Background: an optimization exercise with open tools, aiming at small area and few clock cycles per item. Do not read the settings as production practice.
In this exercise RTL edits were held to simulation tests only and were not proved equivalent to the original.
No activity file was given, so power comes from the tool's default toggle rates.

Setup of red:
==> flow/design.v (excerpt) <==
module rgba_color_matrix_core #(
	parameter int COEF_WIDTH     = 12,
	parameter int COEF_FRAC_BITS = 8
) (
	input  logic                            clk,
	input  logic                            arst_n,
	input  logic                            in_valid,
	output logic                            in_ready,
	input  logic [rcm_pkg::CHAN_W-1:0]      in_red,
	input  logic [rcm_pkg::CHAN_W-1:0]      in_green,
	input  logic [rcm_pkg::CHAN_W-1:0]      in_blue,
	input  logic [rcm_pkg::CHAN_W-1:0]      in_alpha,
	output logic                            out_valid,
	input  logic                            out_ready,
	output logic [rcm_pkg::CHAN_W-1:0]      out_red,
	output logic [rcm_pkg::CHAN_W-1:0]      out_green,
	output logic [rcm_pkg::CHAN_W-1:0]      out_blue,
	output logic [rcm_pkg::CHAN_W-1:0]      out_alpha,
	input  logic                            cfg_valid,
	output logic                            cfg_ready,
	input  logic [rcm_pkg::CFG_IDX_W-1:0]   cfg_index,
	input  logic [rcm_pkg::CFG_DATA_W-1:0]  cfg_data
);
	localparam int ROWS  = rcm_pkg::ROWS;
	localparam logic [COEF_WIDTH-1:0] ONE_COEF = COEF_WIDTH'(64'd1 << COEF_FRAC_BITS);
	logic [ROWS-1:0][rcm_pkg::REG_W-1:0] row_q;
	logic [ROWS-1:0][rcm_pkg::REG_W-1:0] row_eff;
	logic [ROWS-1:0]                     row_set;
	logic [ROWS-1:0][22:0]               sum;
	logic [ROWS-1:0][7:0]                chan_next;
	logic [ROWS-1:0][7:0]                chan_q;
	logic                                valid_q;
  ...
For scale: ~4700 cells after synthesis, about 340 flip-flops, roughly 140 I/O pins, roughly 47000 sq um of cells after synthesis.
Settings: LEC_CHECK=0, CAP_MARGIN=20, CORE_MARGIN=2, CORE_UTILIZATION=55, CTS_BUF_LIST=sky130_fd_sc_hd__clkbuf_2 sky130_fd_sc_hd__clkbuf_4, SLEW_MARGIN=20; clock period 8.0 ns.
standard.sh (not shown) runs the stock make flow with config.mk's settings and CLKGATE_MAP_FILE= SYNTH_SCRIPT=/design/flow/synth_recipe.tcl, a recipe that flattens the netlist after the stock synthesis.
==> flow/flow/run.sh <==
#!/bin/bash
# Layout flow: the standard flow with these changes to synthesis:
#  - Yosys's synth fine step runs without its quick abc pass (-noabc), so
#    extract_fa meets the adder tree's xor/majority logic as the RTL writes it
#    and maps it to full adders without inverters around them;
#  - the final abc technology mapping uses flow/abc_map.script, ORFS's area
#    script without its buffering and sizing (OpenROAD's repair does those),
#  - Yosys maps carry chains with its own Brent-Kung look-ahead instead of
#    ORFS's Kogge-Stone extra map (SYNTH_OPERATIONS_ARGS set to a flag synth
#    already gets, so that ORFS does not add the Kogge-Stone map).
# Global placement's port buffers are sky130_fd_sc_hd__buf_1 cells
# (BUFFER_PORTS_ARGS). Flip-flop mapping, flattening, renaming and the layout
# steps are standard.
set -euo pipefail
cd "$(dirname "$0")/.."
W=$PWD
head -1 synth_recipe.tcl | grep -q '^proc synth' || { echo "unexpected synth_recipe.tcl line 1" >&2; exit 1; }
sed -n 2p synth_recipe.tcl | grep -q 'source \$::env(SCRIPTS_DIR)/synth.tcl' || { echo "unexpected synth_recipe.tcl line 2" >&2; exit 1; }
grep -q '^  log_cmd abc {\*}\$abc_args$' "$FLOW_HOME/scripts/synth.tcl" || { echo "unexpected synth.tcl" >&2; exit 1; }
sed 's|^  log_cmd abc {\*}\$abc_args$|  log_cmd abc {*}[lreplace $abc_args 1 1 '"$W"'/flow/abc_map.script]|' "$FLOW_HOME/scripts/synth.tcl" > flow_synth_orfs.tcl
{
  echo 'proc synth {args} { if {[lsearch -glob $args "fine:*"] >= 0} { yosys synth -nofsm -noshare -noabc {*}$args } else { yosys synth -nofsm -noshare {*}$args } }'
  echo "source $W/flow_synth_orfs.tcl"
  tail -n +3 synth_recipe.tcl
} > flow_synth.tcl
sed "s|SYNTH_SCRIPT=[^ ]*|SYNTH_SCRIPT=$W/flow_synth.tcl 'BUFFER_PORTS_ARGS=-buffer_cell sky130_fd_sc_hd__buf_1' SYNTH_OPERATIONS_ARGS=-nofsm|" standard.sh > flow_standard.sh
grep -q "SYNTH_SCRIPT=$W/flow_synth.tcl" flow_standard.sh || { echo "could not set SYNTH_SCRIPT" >&2; exit 1; }
bash flow_standard.sh "$@" > flow_make.log 2>&1 || { tail -50 flow_make.log; exit 1; }
tail -5 flow_make.log
==> flow/flow/abc_map.script <==
strash
dch
map -B 0.9
topo
In summary, red completed successfully, with a layout that passed the timing, DRC and antenna checks.
Testbench counts of red, summed over its fixed seeds: cycles 8,384, items 8,192.
[inputs] blue vs red
# red
export LEC_CHECK = 0
export CAP_MARGIN = 20
export CORE_MARGIN = 2
export CORE_UTILIZATION = 55
export CTS_BUF_LIST = sky130_fd_sc_hd__clkbuf_2 sky130_fd_sc_hd__clkbuf_4
export SLEW_MARGIN = 20
create_clock -name core_clock -period 8.0 [get_ports {clk}]
# blue
export LEC_CHECK = 0
export CAP_MARGIN = 20
export CORE_MARGIN = 2
export CORE_UTILIZATION = 52
export CTS_BUF_LIST = sky130_fd_sc_hd__clkbuf_4 sky130_fd_sc_hd__clkbuf_8
export SLEW_MARGIN = 20
create_clock -name core_clock -period 8.0 [get_ports {clk}]
### Flow results
In the metrics for blue and red, the one carrying the lower switching share of power is blue. The lower met1 usage in global routing came out of blue. From red to blue the numbers moved as follows: logic depth of the worst setup path including buffers fell by about 5%, routed wire length +about 1.4%, cell depth of the worst flop-to-flop path lower. As far as cell count is concerned, blue and red perform about the same. blue vs red — first-pass GRT wire length rose about 0.4%.

========
rgba_color_matrix_core again, from the RTL that the note above started with.
clock: 8.0 ns
lec_check: 0
cap_margin: 20
core_margin: 2
core_utilization: 55
cts_buf_list: sky130_fd_sc_hd__clkbuf_8 sky130_fd_sc_hd__clkbuf_16
cts_cluster_diameter: 60
cts_cluster_size: 20
slew_margin: 20
Scripts as last shown in full above: flow/flow/run.sh, flow/flow/abc_map.script
Testbench counts at the start, summed over its fixed seeds: cycles 8,384, items 8,192.
==> next run, changes <==
--- a/flow/config.mk
+++ b/flow/config.mk
@@ -9,6 +9,4 @@
 export CORE_MARGIN = 2
 export CORE_UTILIZATION = 55
-export CTS_BUF_LIST = sky130_fd_sc_hd__clkbuf_8 sky130_fd_sc_hd__clkbuf_16
-export CTS_CLUSTER_DIAMETER = 60
-export CTS_CLUSTER_SIZE = 20
+export CTS_BUF_LIST = sky130_fd_sc_hd__clkbuf_4 sky130_fd_sc_hd__clkbuf_8
 export SLEW_MARGIN = 20
The new run finished with timing, DRC and antenna clean; non-clock buffer count goes up by 1; global-route usage goes up by 0.19 points; wire length goes up by 0.52%; utilization goes down by 0.23 points; flip-flop and latch count is unchanged; setup slack gains 0.023 ns; final cell count goes up by 0.81%.

separate check: timing with driven ports:
Ports are ideal in the flow. The routed layouts listed here were re-timed in OpenROAD. Step 1 sets driving cells, clkbuf_16 on the clock port and buf_2 on the other inputs (assumed; they add their load-dependent delay and slew). Step 2 moves the port delays by t, midway between the first and last clock arrival at a register: inputs arrive t later, outputs are due t later. That takes back most of the time a late clock gives input paths. Three values: no drivers, after step 1, after step 2; two values: the first two.
| run | t, ns | setup WS [ns] | worst register clock-pin slew, ns |
|---|---|---|---|
| red | 1.072 | 0.223 / 0.223 / 0.223 | 0.09 / 0.09 |
| blue | 0.807 | 0.233 / 0.233 / 0.233 | 0.08 / 0.08 |
| the first run of note 2 | 0.743 | 0.246 / 0.246 / 0.246 | 0.08 / 0.08 |
| the second run of note 2 | 0.797 | 0.270 / 0.270 / 0.270 | 0.08 / 0.08 |
After both steps every run listed still meets setup and hold.
